Source: an optimization exercise on an open RTL-to-GDS flow (aim: small area). Production flows keep margins and buffers that such runs may drop. Where RTL was checked, it was by simulation tests only, not by an equivalence proof against the original. Only the layout flow was run in runs 2 and 3; the RTL was not checked for function there. No activity file was given, so power comes from the tool's default toggle rates.

$ cat flow/config.mk
export PLATFORM = sky130hd
export DESIGN_NAME = chess_top
export DESIGN_NICKNAME = chess_top
export VERILOG_FILES = /design/flow/design.v
export SDC_FILE = /design/flow/constraint.sdc
export NUM_CORES = 4
export LEC_CHECK = 0
export CAP_MARGIN = 20
export CELL_PAD_IN_SITES_DETAIL_PLACEMENT = 1
export CELL_PAD_IN_SITES_GLOBAL_PLACEMENT = 1
export CORE_MARGIN = 2
export CORE_UTILIZATION = 40
export CTS_BUF_LIST = sky130_fd_sc_hd__clkbuf_16
export CTS_CLUSTER_DIAMETER = 100
export CTS_CLUSTER_SIZE = 20
export SLEW_MARGIN = 20
export SYNTH_HIERARCHICAL = 1
export SYNTH_MINIMUM_KEEP_SIZE = 0
$ cat flow/constraint.sdc
create_clock -name core_clock -period 5.5 [get_ports {CLK}]
set_input_delay 1.1000 -clock core_clock [delete_from_list [all_inputs] [get_ports {CLK}]]
set_output_delay 1.1000 -clock core_clock [all_outputs]
set_load 0.01 [all_outputs]
$ cat flow/design.v
`timescale 1ns/1ps
module dec3n (
    input  logic [2:0] a,
    output logic [7:0] yn
);
    for (genvar r = 0; r < 8; r++) begin : g
        assign yn[r] = !(a == 3'(r));
    end
endmodule
module dec3n_en (
    input  logic [2:0] a,
    input  logic       en,
    input  logic       force_all,
    output logic [7:0] yn
);
    for (genvar r = 0; r < 8; r++) begin : g
        assign yn[r] = !(force_all || (en && a == 3'(r)));
    end
endmodule
module nor2_cell (
    input  logic a,
    input  logic b,
    output logic y
);
    assign y = !(a || b);
endmodule
module aoi222_cell (
    input  logic a0, b0, a1, b1, a2, b2,
    output logic y
);
    assign y = !((a0 && b0) || (a1 && b1) || (a2 && b2));
endmodule
module onehot64 (
    input  logic [7:0]  rn,
    input  logic [7:0]  cn,
    output logic [63:0] oh
);
    for (genvar i = 0; i < 64; i++) begin : g
        nor2_cell u (.a(rn[i / 8]), .b(cn[i % 8]), .y(oh[i]));
    end
endmodule
module rd_bit (
    input  logic [63:0] oh,
    input  logic [63:0] d,
    output logic        y
);
    logic [21:0] t;
    for (genvar k = 0; k < 21; k++) begin : g
        aoi222_cell u (
            .a0(oh[3 * k]),     .b0(d[3 * k]),
            .a1(oh[3 * k + 1]), .b1(d[3 * k + 1]),
            .a2(oh[3 * k + 2]), .b2(d[3 * k + 2]),
            .y (t[k])
        );
    end
    assign t[21] = !(oh[63] && d[63]);
    assign y = !(&t);
endmodule
module board_read (
    input  logic [5:0]   a,
    input  logic [255:0] board,
    output logic [3:0]   q
);
    logic [7:0]  rn, cn;
    logic [63:0] oh;
    dec3n    u_row (.a(a[5:3]), .yn(rn));
    dec3n    u_col (.a(a[2:0]), .yn(cn));
    onehot64 u_oh  (.rn(rn), .cn(cn), .oh(oh));
    for (genvar b = 0; b < 4; b++) begin : g
        logic [63:0] d;
        for (genvar i = 0; i < 64; i++) begin : s
            assign d[i] = board[4 * i + b];
        end
        rd_bit u (.oh(oh), .d(d), .y(q[b]));
    end
endmodule
module board_wsel (
    input  logic [5:0]  a,
    input  logic        en,
    input  logic        force_all,
    output logic [63:0] we
);
    logic [7:0] rn, cn;
    dec3n_en u_row (.a(a[5:3]), .en(en),   .force_all(force_all), .yn(rn));
    dec3n_en u_col (.a(a[2:0]), .en(1'b1), .force_all(force_all), .yn(cn));
    onehot64 u_oh  (.rn(rn), .cn(cn), .oh(we));
endmodule
`timescale 1ns/1ps
module chess_top #(
    parameter logic [5:0] CURSOR_START = {3'd6, 3'd4}  
) (
    input  logic       CLK,
    input  logic       RESET,
    input  logic       cmd_req,
    input  logic [2:0] cmd,         
    input  logic [5:0] peek_sq,     
    output logic       cmd_ack,
    output logic [3:0] peek_piece,  
    output logic [5:0] cursor,      
    output logic [5:0] selected,    
    output logic       piece_held,
    output logic       side         
);
    localparam logic [255:0] INIT =
        256'h42365324111111110000000000000000000000000000000099999999cabedbac;
    logic [1:0]   st;
    logic [2:0]   op;      
    logic [2:0]   skind;   
    logic         fresh;   
    logic [255:0] board;
    wire busy = st[1];
    always_ff @(posedge CLK or posedge RESET) begin
        if (RESET) begin
            cmd_ack <= 1'b0;
            op      <= 3'd7;
        end else begin
            cmd_ack <= cmd_req && (cmd_ack || !busy);
            op      <= (!cmd_ack && cmd_req && !busy) ? cmd : 3'd7;
        end
    end
    function automatic logic [2:0] inc3(input logic [2:0] x);
        case (x)
            3'd0: inc3 = 3'd1; 3'd1: inc3 = 3'd2; 3'd2: inc3 = 3'd3; 3'd3: inc3 = 3'd4;
            3'd4: inc3 = 3'd5; 3'd5: inc3 = 3'd6; default: inc3 = 3'd7;
        endcase
    endfunction
    function automatic logic [2:0] dec3(input logic [2:0] x);
        case (x)
            3'd7: dec3 = 3'd6; 3'd6: dec3 = 3'd5; 3'd5: dec3 = 3'd4; 3'd4: dec3 = 3'd3;
            3'd3: dec3 = 3'd2; 3'd2: dec3 = 3'd1; default: dec3 = 3'd0;
        endcase
    endfunction
    always_ff @(posedge CLK or posedge RESET) begin
        if (RESET) begin
            cursor <= CURSOR_START;
        end else begin
            case (op)
                3'd0: cursor[2:0] <= dec3(cursor[2:0]);
                3'd1: cursor[2:0] <= inc3(cursor[2:0]);
                3'd2: cursor[5:3] <= dec3(cursor[5:3]);
                3'd3: cursor[5:3] <= inc3(cursor[5:3]);
                default: ;
            endcase
        end
    end
    wire [3:0] cur;
    board_read u_cur (.a(cursor), .board(board), .q(cur));
    wire       dst_empty = (cur[2:0] == 3'd0);
    wire       cur_own   = !dst_empty && (cur[3] == side);
    function automatic logic [2:0] absdiff(input logic [2:0] a, input logic [2:0] b);
        logic [2:0] r;
        r = '0;
        for (int i = 0; i < 8; i++)
            for (int j = 0; j < 8; j++)
                if (a == 3'(i) && b == 3'(j))
                    r = 3'(i > j ? i - j : j - i);
        absdiff = r;
    endfunction
    wire [2:0] sr = selected[5:3];
    wire [2:0] sc = selected[2:0];
    wire [2:0] cr = cursor[5:3];
    wire [2:0] cc = cursor[2:0];
    wire [2:0] ah = absdiff(cc, sc);
    wire [2:0] av = absdiff(cr, sr);
    wire h0 = (cc == sc);
    wire v0 = (cr == sr);
    wire diag_ok = (ah == av) && !h0;
    wire line_ok = h0 != v0;
    wire fwd1 = side ? (av == 3'd1 && cr > sr) : (av == 3'd1 && cr < sr);
    wire fwd2 = side ? (sr == 3'd1 && cr == 3'd3) : (sr == 3'd6 && cr == 3'd4);
    wire [2:0] mid_kind = board[{side ? 3'd2 : 3'd5, cc, 2'b00} +: 3];
    wire pawn_ok =
        (h0 && fwd1 && dst_empty)
        || (h0 && fwd2 && dst_empty && mid_kind == 3'd0)
        || (ah == 3'd1 && fwd1 && !dst_empty);
    logic legal;
    always_comb begin
        case (skind)
            3'd1:    legal = pawn_ok;
            3'd2:    legal = (ah == 3'd2 && av == 3'd1) || (ah == 3'd1 && av == 3'd2);
            3'd3:    legal = diag_ok;
            3'd4:    legal = line_ok;
            3'd5:    legal = diag_ok || line_ok;
            3'd6:    legal = (ah <= 3'd1) && (av <= 3'd1) && !(h0 && v0);
            default: legal = 1'b0;
        endcase
    end
    wire select_hit = (op == 3'd4);
    wire pick       = select_hit && cur_own && !busy;
    always_ff @(posedge CLK or posedge RESET) begin
        if (RESET) begin
            st       <= 2'd0;
            side     <= 1'b0;
            selected <= '0;
        end else begin
            if (pick)
                selected <= cursor;
            case (st)
                2'd0: if (pick) st <= 2'd1;
                2'd1: if (select_hit && !cur_own && legal) st <= 2'd2;
                2'd2: st <= 2'd3;
                2'd3: begin
                    side <= !side;
                    st   <= 2'd0;
                end
            endcase
        end
    end
    always_ff @(posedge CLK) begin
        if (pick)
            skind <= cur[2:0];
    end
    assign piece_held = (st == 2'd1);
    always_ff @(posedge CLK or posedge RESET) begin
        if (RESET) fresh <= 1'b1;
        else       fresh <= 1'b0;
    end
    wire [5:0]  wa = st[0] ? selected : cursor;
    wire [3:0]  wd = st[0] ? 4'd0 : {side, skind};
    wire [63:0] we;
    board_wsel u_wsel (.a(wa), .en(busy), .force_all(fresh), .we(we));
    wire [3:0] wd0 = wd & {4{!fresh}};
    wire [3:0] wd1 = wd | {4{fresh}};
    always_ff @(posedge CLK) begin
        for (int i = 0; i < 64; i++) begin
            if (we[i])
                for (int b = 0; b < 4; b++)
                    board[4 * i + b] <= INIT[4 * i + b] ? wd1[b] : wd0[b];
        end
    end
    wire [3:0] peek_q;
    board_read u_peek (.a(peek_sq), .board(board), .q(peek_q));
    assign peek_piece = fresh ? INIT[{peek_sq, 2'b00} +: 4] : peek_q;
endmodule
$ cat flow/run.sh
#!/bin/bash
# synth_recipe.tcl (not shown) runs the flow's synth.tcl, then flattens the netlist and writes it again
# the make line also repeats each setting of config.mk as NAME=value (left out here)
make -C /OpenROAD-flow-scripts/flow DESIGN_CONFIG=/design/flow/config.mk WORK_HOME=/design/flow/orfs CLKGATE_MAP_FILE= SYNTH_SCRIPT=/design/flow/synth_recipe.tcl finish
==> results.ini, run 1 <==
[cts]
cts-root-buf = clkbuf_16
cts_max_path_buffers = 3
ctsHoldBuffers = 0
h-tree-depth = 1
clock_latency_ns = 0.52
path_clk_slew_ns = 0.09
cts_tree = yes
cts_num_sinks = 279
cts_buffers = 18

[grt]
grt_pass1_vias = 10702
antenna_found_initial = 0
grt_pass1_wl_mm = 74.2
gr-usage-met3 = 0.0309
grt_max_degree = 57
met1_usage = 0.440
grtUsageTotal = 0.298
overflow = 0
met2_usage = 0.464
grt.busiest_layer = met2

[worst_setup_path]
endpoint_kind = output pin
crit_required_ns = 4.40
cp.arrival_ns = 4.30
path_buf_inv = 5
path_cells = clkdlybuf4s50_1 > buf_4 > nand3b_1 > buf_4 > nor2_1 > a222oi_1 > nand4_1 > nor4_1 > nand2_1 > inv_1 > o22ai_1 > clkdlybuf4s50_1
crit_type = in2out
slowest_delay_ns = 0.54
critPathLaunchType = primary input
reg2reg_slack_ns = 0.62
path_max_fanout = 11
slowest_stage = nor4_1
cp_top_family = buffers and inverters

[power_and_ir_drop]
power.internal_uw = 4060
combinationalPowerShare = 0.284
swShare = 0.357
peakVddDrop_mv = 0.243
power_density_nw_per_um2 = 418
seq_power_share = 0.487
clockPowerShare = 0.229
leakage_uw = 0.00496
p_sw_uw = 2250

[placement]
place_ws_ns = -0.359
dp.cells = 1546
routabilityCongestion = 0.991
place_area_um2 = 14500
dpl.hpwl_mm = 37.1
port_buffers = 30

[synthesis]
synth.avg_cell_area_um2 = 12.7
seq_area_frac_synth = 0.625
synthArstFlopShare = 0.0717
synthFlopType = edfxtp_1
syn_area_um2 = 13300
synthCells = 1043
yosys_warnings = 7
ys_ff_latch = 279
synth-edff-count = 259
synth_cell_types = 59

[layout]
final_area_um2 = 15100
multi_input_area_um2 = 4930
diodes = 0
ff_latch_area_um2 = 8290
syn_to_final_growth_pct = 14.1
fin_util = 0.463
final-instance-count-excl-fill = 1576
fillers = 3357
nets = 1148
drive_gt1_frac = 0.0988

[floorplanning]
core_region_area_um2 = 32600
die_y_um = 186
rows = 66
start_util = 0.406
die_w_um = 186
ios = 31
fp.dieArea_um2 = 34600

[timing]
slew_violations = 0
fin_skew_ns = 0.0181
whs_ns = 0.529
period_needed_ns = 5.40
maxSlewHeadroom = 0.264
setup_viol = 0
worst_slack_ns = 0.0966
period_share = 0.982
worstMarginPinSlew_ns = 1.10
rsz0062_at_grt = no
fmax_ghz = 0.185
hold_viol_final = 0

[detailed_routing]
drc = 0
dr.pass1.iters = 10
viasPerCell = 7.08
vias = 11156
drt_iter0_markers = 2441
wirelength_mm = 51.7
routedWlPerCell_um = 32.8
antenna_left = 0

[flow_run]
max-cap-violations = 0

[worst_hold_path]
hold_class = reg2reg

[run_status]
status = no timing/DRC/antenna violations

==> Yosys stat by module, one instance, submodules excluded, a selection <==
module	cells inside	flops+latches	area, um^2
rd_bit	9	0	51.3
chess_top	552	279	10000
board_wsel	1	0	3.75
dec3n_en	13	0	78.8
dec3n	8	0	60.1
nor2_cell	1	0	3.75
==> cells by family (layout without fill, tap and decap cells) <==
group | count (synthesis) | in the layout | share of synthesized area
xor gates and xnor gates | 13 | 13 | 0.00859
AOI/OAI and AO/OA | 270 | 270 | 0.178
adders and majority gates | 10 | 10 | 0.00944
other | 2 | 6 | 0.000567
DFF | 279 | 279 | 0.625
buffers and inverters | 39 | 126 | 0.0131
muxes | 7 | 7 | 0.00633
and+or+nand+nor | 423 | 423 | 0.158
==> cell usage after synthesis, drive strengths merged (4+ instances only) <==
library cell / n / share of area
a222oi: 168 / 0.13
nor2: 211 / 0.060
nand2b: 10 / 0.0047
dfrtp: 13 / 0.025
a31oi: 18 / 0.0085
xor2: 4 / 0.0026
xnor2: 9 / 0.0059
clkbuf: 9 / 0.0025
ha: 10 / 0.0094
a21o: 5 / 0.0028
nand3: 20 / 0.0076
a21oi: 17 / 0.0064
nor4b: 10 / 0.0066
nand2: 43 / 0.012
mux2: 5 / 0.0048
buf: 12 / 0.0055
edfxtp: 259 / 0.59
or3b: 14 / 0.0093
o22ai: 7 / 0.0042
dfstp: 7 / 0.014
nor2b: 13 / 0.0067
o21ai: 21 / 0.0079
nor4: 21 / 0.0099
a211oi: 10 / 0.0057
inv: 18 / 0.0051
nand3b: 18 / 0.010
nor3: 6 / 0.0023
or3: 6 / 0.0028
nand4: 34 / 0.016
==> sequential cells by signal, indices dropped and copies added (netlist names) <==
name and count:
st 2, fresh 1, cursor 6, cmd_ack 1
selected 6, board 256, side 1, op 3
skind 3
==> placed cells by master, fill, tap and decap left out, drive strengths merged, types with 19 or more instances in the layout <==
cell type,netlist,layout
edfxtp,259,259
nor2,211,211
a222oi,168,168
buf,12,50
nand2,43,43
nand4,34,34
clkdlybuf4s50,0,25
inv,18,24
o21ai,21,21
nor4,21,21
nand3,20,20
clkbuf,9,19
==> stage by stage <==
stage          power (uW)  TNS [ns]
6_report             6310         0
2_1_floorplan        3990         0
5_1_grt              6530         0
4_1_cts              6290         0
3_3_place_gp         4820    -0.569
3_5_place_dp         4850    -0.583
==> final timing paths <==
check	end	start	depth (start not counted)
setup reg to reg	st[1]	cursor[5]	13
hold / removal	cmd_ack	cmd_ack	1
min in group asynchronous	cmd_ack	RESET	2
hold reg to reg	cmd_ack	cmd_ack	1
setup / recovery	peek_piece[1]	peek_sq[5]	12
max in group asynchronous	selected[2]	RESET	2
==> timing repair <==
item / CTS / global route
setup endpoints to repair: 3 / 3
buffers inserted: 1 / 2
pin swaps: 6 / 5
resized for setup: 6 / 7
==> per-layer routing <==
metal  vias to the layer above  share of wire  routed length (um)
met5                         -              0                   0
met4                         0          0.035                1790
met3                       136          0.089                4630
met2                       713           0.44               23000
met1                      5685           0.43               22300
li1                       4622              -                   -
==> layout make-up <==
class | instances | share of cell area
clock buffers | 19 | 0.0315
clock inverters | 9 | 0.00629
inverters | 18 | 0.00447
multi-input cells | 729 | 0.326
flip-flops and latches | 279 | 0.548
well taps | 442 | 0.0366
repair buffers | 80 | 0.0472
==> power groups by stage <==
stage,Sequential (uW),Clock (uW),Combinational (uW)
after detailed placement,3110,0,1740
after global routing,3100,1530,1900
after global placement,3110,0,1710
after floorplan,2960,0,1030
final,3070,1450,1790
after CTS,3060,1470,1760
==> run 2, diff against run 1 <==
--- a/flow/design.v
+++ b/flow/design.v
@@ -144,6 +144,13 @@
         end
     end
+    wire       sel_pulse = (op == 3'd4);
+    wire [2:0] rd_row    = sel_pulse ? cursor[5:3] : (side ? 3'd2 : 3'd5);
     wire [3:0] cur;
-    board_read u_cur (.a(cursor), .board(board), .q(cur));
+    logic      mid_empty;
+    board_read u_cur (.a({rd_row, cursor[2:0]}), .board(board), .q(cur));
+    always_ff @(posedge CLK) begin
+        if (!sel_pulse)
+            mid_empty <= fresh || (cur[2:0] == 3'd0);
+    end
     wire       dst_empty = (cur[2:0] == 3'd0);
     wire       cur_own   = !dst_empty && (cur[3] == side);
@@ -169,8 +176,7 @@
     wire fwd1 = side ? (av == 3'd1 && cr > sr) : (av == 3'd1 && cr < sr);
     wire fwd2 = side ? (sr == 3'd1 && cr == 3'd3) : (sr == 3'd6 && cr == 3'd4);
-    wire [2:0] mid_kind = board[{side ? 3'd2 : 3'd5, cc, 2'b00} +: 3];
     wire pawn_ok =
         (h0 && fwd1 && dst_empty)
-        || (h0 && fwd2 && dst_empty && mid_kind == 3'd0)
+        || (h0 && fwd2 && dst_empty && mid_empty)
         || (ah == 3'd1 && fwd1 && !dst_empty);
     logic legal;
@@ -186,5 +192,5 @@
         endcase
     end
-    wire select_hit = (op == 3'd4);
+    wire select_hit = sel_pulse;
     wire pick       = select_hit && cur_own && !busy;
     always_ff @(posedge CLK or posedge RESET) begin
==> flow/flow/run.sh (new file) <==
#!/bin/bash
# The standard layout (standard.sh), with two changes passed to ORFS through
# its environment: port buffers are buf_2 cells instead of the delay buffer
# buffer_ports picks on its own, and clock tree synthesis adds no dummy loads.
# Every tool's full output stays in ORFS's own log folder (orfs/logs); the
# make output goes to standard.log.
set -uo pipefail
export BUFFER_PORTS_ARGS="-buffer_cell sky130_fd_sc_hd__buf_2"
export CTS_ARGS="-sink_clustering_enable -repair_clock_nets -dont_use_dummy_load -buf_list sky130_fd_sc_hd__clkbuf_16 -sink_clustering_size 20 -sink_clustering_max_diameter 100"
bash standard.sh > standard.log 2>&1
==> flow/standard.sh (new file) <==
#!/bin/bash
# synth_recipe.tcl (not shown) runs the flow's synth.tcl, then flattens the netlist and writes it again
# the make line also repeats each setting of config.mk as NAME=value (left out here)
make -C /OpenROAD-flow-scripts/flow DESIGN_CONFIG=/design/flow/config.mk WORK_HOME=/design/flow/orfs CLKGATE_MAP_FILE= SYNTH_SCRIPT=/design/flow/synth_recipe.tcl "${@:-finish}"
removed: flow/run.sh
==> run 2 against run 1 <==
Core utilization fell by 1.9 points. First-iteration DRC count fell by 15%. Die area fell by 0.79%.
==> results.ini, run 2 <==
[run_status]
status = no timing/DRC/antenna violations

[cts]
clock_latency_ns = 0.53
cts_buffers = 17
cts_max_path_buffers = 3
cts-root-buf = clkbuf_16
h-tree-depth = 1
path_clk_slew_ns = 0.10
cts_tree = yes
ctsHoldBuffers = 0
cts_num_sinks = 280

[synthesis]
synth.avg_cell_area_um2 = 12.9
seq_area_frac_synth = 0.633
synth_cell_types = 67
syn_area_um2 = 13100
synth-edff-count = 260
synthCells = 1018
yosys_warnings = 7
synth_top_area_cell = edfxtp_1
synthArstFlopShare = 0.0714
ys_ff_latch = 280
ys_top_cells_by_area = edfxtp_1 59%, a222oi_1 13%, nor2_1 6.0%
synth_common_cells = 260 x edfxtp_1, 209 x nor2_1, 168 x a222oi_1, 40 x nand2_1, 34 x nand4_1
yosysTopAreaCellShare = 0.594
synthFlopType = edfxtp_1
yosysMostFrequentCell = edfxtp_1

[power_and_ir_drop]
peakVddDrop_mv = 0.223
leakage_uw = 0.00471
power_density_nw_per_um2 = 396

[layout]
layout_commonest_cell = edfxtp_1
largest-register = board
syn_to_final_growth_pct = 9.83
drive_gt1_frac = 0.0996
fillers = 3396
largest_reg_flops = 256
nets = 1098
top_regs = board (256), cursor (6), selected (6)
diodes = 0
most-common-layout-cells = 260 x edfxtp_1, 209 x nor2_1, 168 x a222oi_1

[placement]
routabilityCongestion = 0.908
dpl.hpwl_mm = 33.4
place_ws_ns = 0.192
port_buffers = 30

[grt]
grt_pass1_wl_mm = 67.6
antenna_found_initial = 0
grtUsageTotal = 0.271
grt_max_degree = 49
overflow = 0
grt_pass1_vias = 10049

[worst_setup_path]
path_max_fanout = 10
crit_type = reg2reg
endpoint_kind = flip-flop
cp.arrival_ns = 5.60
crit_required_ns = 5.88
critPathLaunchType = flip-flop

[timing]
fmax_ghz = 0.191
period_share = 0.950
maxSlewHeadroom = 0.217
tns_ns = 0
fin_skew_ns = 0.0368
hold_viol_final = 0
period_needed_ns = 5.22
setup_viol = 0
worstMarginPinSlew_ns = 1.17
slew_violations = 0
worst_slack_ns = 0.278
rsz0062_at_grt = no

[detailed_routing]
vias = 10352
drc = 0
dr.pass1.iters = 8
drt_iter0_markers = 2065
wirelength_mm = 46.9
viasPerCell = 6.83
routedWlPerCell_um = 30.9
antenna_left = 0

[floorplanning]
die_w_um = 185
ios = 31
rows = 66
fp.dieArea_um2 = 34300
core_region_area_um2 = 32500
die_y_um = 185
start_util = 0.405

[worst_hold_path]
hold_class = reg2reg

[flow_run]
max-cap-violations = 0

[run 2: cell types whose count changed in the layout (fill, tap and decap cells not counted), moves of 6 or more]
cell / previous run / this run
clkdlybuf4s50_1: 25 / 0
nor4b_1: 10 / 0
inv_1: 22 / 15
nor4_1: 19 / 13
buf_2: 0 / 30
buf_4: 48 / 22
[run 2: cell families (layout without fill, tap and decap cells)]
kind of cell,after synthesis,count (layout),share of synthesized area
muxes,11,11,0.00885
DFF,280,280,0.633
buffers and inverters,33,85,0.0112
xor gates and xnor gates,10,10,0.00666
AOI/OAI and AO/OA,263,263,0.177
and+or+nand+nor,409,409,0.153
adders and majority gates,10,10,0.00952
other,2,6,0.000571
[run 2: final timing paths]
kind | from | to | slack, ns | depth (start not counted)
setup / recovery | op[0] | st[0] | 0.28 | 18
hold / removal | cmd_ack | cmd_ack | 0.52 | 1
setup reg to reg | op[0] | st[0] | 0.28 | 18
hold reg to reg | cmd_ack | cmd_ack | 0.52 | 1
max in group asynchronous | RESET | selected[1] | 4.17 | 2
min in group asynchronous | RESET | cmd_ack | 0.75 | 2
[run 2: critical path: stages, from the launching register on]
cell      delay, ns
dfstp_2        0.66
nor2_1         0.06
nand2_1        0.21
nand2_1        0.13
o21ai_1        0.40
nand3b_1       0.44
nor2_1         0.15
a222oi_1       0.52
nand4_1        0.23
nor4_1         0.58
nand2_1        0.14
or3_1          0.48
nand2_1        0.11
or3_1          0.28
inv_2          0.17
mux2i_1        0.21
nor2_1         0.06
a21oi_1        0.14
o211ai_1       0.10
[run 2: per-stage QoR]
step / area (um^2) / hold slack [ns] / std cells / utilization / total power, uW
2_1_floorplan: 13200 / 0.546 / 1022 / - / 3850
3_3_place_gp: 14000 / 0.496 / 1499 / 0.431 / 4490
3_5_place_dp: 14000 / 0.506 / 1499 / 0.431 / 4510
4_1_cts: 14400 / 0.525 / 1516 / 0.444 / 5720
5_1_grt: 14400 / 0.562 / 1516 / 0.445 / 5930
6_report: 14400 / 0.518 / 1516 / 0.445 / 5710
[run 2: routing by layer]
| layer | wire length, um | GRT usage | vias up |
|---|---|---|---|
| met4 | 1730 | 0.0908 | 0 |
| met1 | 20700 | 0.388 | 5236 |
| met2 | 20700 | 0.419 | 555 |
| met5 | 0 | 0 | - |
| met3 | 3780 | 0.0433 | 108 |
| li1 | - | - | 4453 |
[run 2: area by class of cell]
class / instances / area, um^2 / share of cell area
Clock buffer: 17 / 425 / 0.0295
Inverter: 16 / 60.1 / 0.00416
Sequential cell: 280 / 8320 / 0.576
Multi-Input combinational cell: 709 / 4770 / 0.330
Tap cell: 442 / 553 / 0.0383
Timing Repair Buffer: 52 / 315 / 0.0218
[run 2: timing repair]
action | CTS | global route
setup buffers | 0 | 0
resized for setup | 0 | 1
setup endpoints to repair | 0 | 2
[run 2: per-module statistics from Yosys, one instance, submodules excluded, a selection]
module / times used / flops+latches
aoi222_cell: 168 / 0
dec3n_en: 2 / 0
chess_top: 1 / 280
nor2_cell: 192 / 0
rd_bit: 8 / 0
dec3n: 4 / 0
board_wsel: 1 / 0
[run 2: where the power goes]
group	internal [uW]	switching [uW]	leakage [uW]
Sequential	2750	240	0.00274
Combinational	450	1040	0.00177
Clock	552	674	0.000209
==> run 3, diff against run 2 <==
==> flow/design.v (replaced) <==
`timescale 1ns/1ps
module chess_top #(
    parameter logic [5:0] CURSOR_START = {3'd6, 3'd4}  
) (
    input  logic       CLK,
    input  logic       RESET,
    input  logic       cmd_req,
    input  logic [2:0] cmd,         
    input  logic [5:0] peek_sq,     
    output logic       cmd_ack,
    output logic [3:0] peek_piece,  
    output logic [5:0] cursor,      
    output logic [5:0] selected,    
    output logic       piece_held,
    output logic       side         
);
    localparam logic [255:0] INIT =
        256'h42365324111111110000000000000000000000000000000099999999cabedbac;
    logic [1:0]   st;
    logic [2:0]   op;      
    logic [2:0]   skind;   
    logic         fresh;   
    logic [255:0] board;
    wire busy = st[1];
    always_ff @(posedge CLK or posedge RESET) begin
        if (RESET) begin
            cmd_ack <= 1'b0;
            op      <= 3'd7;
        end else begin
            cmd_ack <= cmd_req && (cmd_ack || !busy);
            op      <= (!cmd_ack && cmd_req && !busy) ? cmd : 3'd7;
        end
    end
    always_ff @(posedge CLK or posedge RESET) begin
        if (RESET) begin
            cursor <= CURSOR_START;
        end else begin
            case (op)
                3'd0: if (cursor[2:0] != 3'd0) cursor[2:0] <= cursor[2:0] - 3'd1;
                3'd1: if (cursor[2:0] != 3'd7) cursor[2:0] <= cursor[2:0] + 3'd1;
                3'd2: if (cursor[5:3] != 3'd0) cursor[5:3] <= cursor[5:3] - 3'd1;
                3'd3: if (cursor[5:3] != 3'd7) cursor[5:3] <= cursor[5:3] + 3'd1;
                default: ;
            endcase
        end
    end
    wire [3:0] cur;
    wire       dst_empty = (cur[2:0] == 3'd0);
    wire       cur_own   = !dst_empty && (cur[3] == side);
    wire signed [3:0] h = $signed({1'b0, cursor[2:0]}) - $signed({1'b0, selected[2:0]});
    wire signed [3:0] v = $signed({1'b0, cursor[5:3]}) - $signed({1'b0, selected[5:3]});
    wire [2:0] ah = h[3] ? 3'(-h) : h[2:0];
    wire [2:0] av = v[3] ? 3'(-v) : v[2:0];
    wire signed [3:0] fwd = side ? 4'sd1 : -4'sd1;
    wire diag_ok = (ah == av) && (ah != 3'd0);
    wire line_ok = (h == 4'sd0) != (v == 4'sd0);
    wire [2:0] mid_kind = board[{side ? 3'd2 : 3'd5, cursor[2:0], 2'b00} +: 3];
    wire       home     = (selected[5:3] == (side ? 3'd1 : 3'd6));
    wire pawn_ok =
        (h == 4'sd0 && v == fwd && dst_empty)
        || (h == 4'sd0 && v == 4'sd2 * fwd && home && dst_empty && mid_kind == 3'd0)
        || (ah == 3'd1 && v == fwd && !dst_empty);
    logic legal;
    always_comb begin
        case (skind)
            3'd1:    legal = pawn_ok;
            3'd2:    legal = (ah == 3'd2 && av == 3'd1) || (ah == 3'd1 && av == 3'd2);
            3'd3:    legal = diag_ok;
            3'd4:    legal = line_ok;
            3'd5:    legal = diag_ok || line_ok;
            3'd6:    legal = (ah <= 3'd1) && (av <= 3'd1) && ((ah | av) != 3'd0);
            default: legal = 1'b0;
        endcase
    end
    wire select_hit = (op == 3'd4);
    wire pick       = select_hit && cur_own && !busy;
    always_ff @(posedge CLK or posedge RESET) begin
        if (RESET) begin
            st       <= 2'd0;
            side     <= 1'b0;
            selected <= '0;
        end else begin
            if (pick)
                selected <= cursor;
            case (st)
                2'd0: if (pick) st <= 2'd1;
                2'd1: if (select_hit && !cur_own && legal) st <= 2'd2;
                2'd2: st <= 2'd3;
                2'd3: begin
                    side <= !side;
                    st   <= 2'd0;
                end
            endcase
        end
    end
    always_ff @(posedge CLK) begin
        if (pick)
            skind <= cur[2:0];
    end
    assign piece_held = (st == 2'd1);
    always_ff @(posedge CLK or posedge RESET) begin
        if (RESET) fresh <= 1'b1;
        else       fresh <= 1'b0;
    end
    wire [5:0] wa = st[0] ? selected : cursor;
    wire [3:0] wd = st[0] ? 4'd0 : {side, skind};
    wire [3:0] wd0 = wd & {4{!fresh}};
    wire [3:0] wd1 = wd | {4{fresh}};
    always_ff @(posedge CLK) begin
        for (int i = 0; i < 64; i++) begin
            if (fresh || (busy && wa == 6'(i)))
                for (int b = 0; b < 4; b++)
                    board[4 * i + b] <= INIT[4 * i + b] ? wd1[b] : wd0[b];
        end
    end
    function automatic logic [3:0] rd(input logic [255:0] bd, input logic [5:0] a);
        rd = bd[{a, 2'b00} +: 4];
    endfunction
    assign cur = rd(board, cursor);
    assign peek_piece = fresh ? INIT[{peek_sq, 2'b00} +: 4] : rd(board, peek_sq);
endmodule
==> flow/run.sh (new file) <==
#!/bin/bash
# synth_recipe.tcl (not shown) runs the flow's synth.tcl, then flattens the netlist and writes it again
# the make line also repeats each setting of config.mk as NAME=value (left out here)
make -C /OpenROAD-flow-scripts/flow DESIGN_CONFIG=/design/flow/config.mk WORK_HOME=/design/flow/orfs CLKGATE_MAP_FILE= SYNTH_SCRIPT=/design/flow/synth_recipe.tcl finish
==> flow/config.mk (replaced) <==
export PLATFORM = sky130hd
export DESIGN_NAME = chess_top
export DESIGN_NICKNAME = chess_top
export VERILOG_FILES = /design/flow/design.v
export SDC_FILE = /design/flow/constraint.sdc
export NUM_CORES = 4
export LEC_CHECK = 0
export CAP_MARGIN = 20
export CORE_MARGIN = 2
export CORE_UTILIZATION = 40
export SLEW_MARGIN = 20
removed: flow/flow/run.sh
removed: flow/standard.sh
==> run 3 against run 2 <==
Synthesized cell count down 4.8%. Worst setup slack better by 0.15 ns. Hold slack better by 0.012 ns. Maximum frequency up 3.0%. Via count down 11%. Sequential power up 4%. Global-route usage down 5.8 points. Register-to-register slack better by 0.67 ns. Still clean on timing, DRC and antenna. Clock skew down 0.018 ns. Combinational power up 76%. Routed wire length down 14%.
==> results.ini, run 3 <==
[timing]
fin_skew_ns = 0.0187
worstMarginPinSlew_ns = 0.995
rsz0062_at_grt = no
maxSlewHeadroom = 0.337
period_needed_ns = 5.07
period_share = 0.922
fmax_ghz = 0.197
hold_viol_final = 0
setup_viol = 0
tns_ns = 0
slew_violations = 0
worst_slack_ns = 0.430

[detailed_routing]
drt_iter0_markers = 962
dr.pass1.iters = 5
viasPerCell = 6.24
drc = 0
antenna_left = 0
wirelength_mm = 40.2
routedWlPerCell_um = 27.3
vias = 9179

[layout]
largest-register = board
most-common-layout-cells = 259 x edfxtp_1, 124 x mux4_2, 98 x o21ai_0
top_regs = board (256), cursor (6), selected (6)
drive_gt1_frac = 0.224
fillers = 3162
syn_to_final_growth_pct = 12.1
largest_reg_flops = 256
nets = 1014
final-instance-count-excl-fill = 1472
ff_latch_area_um2 = 8290
multi_input_area_um2 = 5920
layout_commonest_cell = edfxtp_1
diodes = 0

[floorplanning]
ios = 31
die_w_um = 195
core_region_area_um2 = 36300
fp.dieArea_um2 = 38100
die_y_um = 195
rows = 70
start_util = 0.402

[worst_setup_path]
startpoint = peek_sq[1]
crit_required_ns = 4.40
cp.arrival_ns = 3.97
path_cells = buf_2 > buf_12 > mux4_2 > mux2i_1 > o311ai_0 > o21ai_0 > o21ai_0 > clkdlybuf4s50_1
path_common_cell = o21ai_0
rr_startpoint = cursor[4]
crit_type = in2out
path_max_fanout = 45
slowest_delay_ns = 0.60
cp_top_family = buffers and inverters
critPathLaunchType = primary input
slowest_stage = clkdlybuf4s50_1
endpoint_kind = output pin
path_buf_inv = 3

[synthesis]
ys_top_cells_by_area = edfxtp_1 53%, mux4_2 19%, o21ai_0 3.4%
synth_common_cells = 259 x edfxtp_1, 124 x mux4_2, 99 x o21ai_0, 63 x nand2_1, 39 x nor2_1
seq_area_frac_synth = 0.567
synthCells = 969
synth.avg_cell_area_um2 = 15.1
synth_top_area_cell = edfxtp_1
synth_cell_types = 74
yosysMostFrequentCell = edfxtp_1
syn_area_um2 = 14600
yosysTopAreaCellShare = 0.532
synth-edff-count = 259
synthArstFlopShare = 0.0717
synthFlopType = edfxtp_1
ys_ff_latch = 279
yosys_warnings = 1

[cts]
path_clk_slew_ns = 0.06
h-tree-depth = 1
cts_tree = yes
post_cts_buffers = 0
cts_num_sinks = 279
cts_max_path_buffers = 3
cts_resized = 0
cts_buffers = 30
clock_latency_ns = 0.57
cts-root-buf = clkbuf_16
ctsHoldBuffers = 0

[power_and_ir_drop]
p_sw_uw = 2690
peakVddDrop_mv = 0.212
clockPowerShare = 0.266
power_uw = 7800
combinationalPowerShare = 0.336
power.internal_uw = 5110
seq_power_share = 0.398
swShare = 0.345
power_density_nw_per_um2 = 476
leakage_uw = 0.00568

[worst_hold_path]
hp-start = cmd_ack
hold_class = reg2reg

[placement]
dp.cells = 1416
port_buffers = 30
dpl.hpwl_mm = 27.4
routabilityCongestion = 0.871
place_ws_ns = 0.428

[grt]
grt_pass1_wl_mm = 60.3
antenna_found_initial = 0
grtUsageTotal = 0.212
grt_pass1_vias = 9205
overflow = 0
grt_max_degree = 57

[flow_run]
max-cap-violations = 0

[run_status]
status = no timing/DRC/antenna violations

run 3: worst reg2reg max path: cells and delay by family, from the launching register on:
kind / cells / cell delay [ns]
compound gates: 6 / 1.52
fa+ha+maj: 3 / 1.07
flops: 1 / 0.85
buf+inv: 2 / 0.58
simple gates: 2 / 0.27
xor+xnor: 1 / 0.18
run 3: logic make-up (layout without fill, tap and decap cells):
logic type / after synthesis / in the layout / share of synthesized area
compound gates: 221 / 221 / 0.0987
simple gates: 182 / 182 / 0.0601
buf+inv: 96 / 131 / 0.0291
other cells: 1 / 1 / 0.000256
mux: 160 / 160 / 0.220
fa+ha+maj: 22 / 22 / 0.0209
xor+xnor: 8 / 8 / 0.00479
flops: 279 / 279 / 0.567
run 3: path summary, 6_finish.rpt:
check                                 to  slack [ns]  cells after the start
max                        peek_piece[1]        0.43                      8
min                              cmd_ack        0.53                      1
max reg2reg                        st[0]        0.95                     14
min reg2reg                      cmd_ack        0.53                      1
max in group asynchronous      cursor[1]        3.90                      2
min in group asynchronous        cmd_ack        1.01                      2
run 3: area by class of cell:
class	count	share of cell area
flip-flops and latches	279	0.506
multi-input cells	594	0.361
clock buffers	31	0.0460
well taps	468	0.0357
repair buffers	50	0.0293
clock inverters	25	0.0166
inverters	25	0.00572
run 3: power groups by stage:
stage	clock network (uW)	logic, uW	registers (uW)
floorplan	0	1890	2950
global placement	0	2580	3140
detailed placement	0	2600	3140
finish	2080	2620	3100
CTS	2110	2610	3100
global route	2190	2820	3150
run 3: per-layer routing:
layer  up-vias  GRT usage  part of all wire
li1       3986          -                 -
met1      4727      0.288              0.41
met2       402      0.346              0.48
met3        64     0.0437             0.082
met4         0     0.0670             0.030
met5         -          0                 0
run 3: per-stage QoR:
step                      hold slack [ns]  cell area (um^2)  utilization
after floorplan                     0.550             14600            -
after global placement              0.512             15400        0.423
after detailed placement            0.527             15400        0.423
after CTS                           0.543             16400        0.451
after global routing                0.571             16400        0.451
final                               0.531             16400        0.451

## port drivers added, routing unchanged
Ports are ideal in the flow. The routed layouts listed here were re-timed in OpenROAD. Step 1: set_driving_cell puts a clkbuf_16 on CLK and a buf_2 on each other input, an assumption about the parent block. Step 2 times the ports against the registers' clock, not the clock port: input delays grow and output delays shrink by t, the midpoint of the rising clock arrivals with the driver on. Slacks: no drivers / after step 1 / after step 2; pairs: no drivers / after step 1.
| run | t (ns) | slack for setup (ns) | worst data-port slew with drivers (ns) |
|---|---|---|---|
| run 1 | 0.567 | 0.097 / 0.056 / 0.056 | 0.04 |
| run 2 | 0.557 | 0.278 / 0.278 / 0.278 | 0.04 |
| run 3 | 0.611 | 0.430 / 0.397 / 0.397 | 0.04 |
After both steps every run listed still meets setup and hold. The setup slack of run 1, which loses most, moves by -0.041 ns with the drivers and by -0.041 ns with both steps.
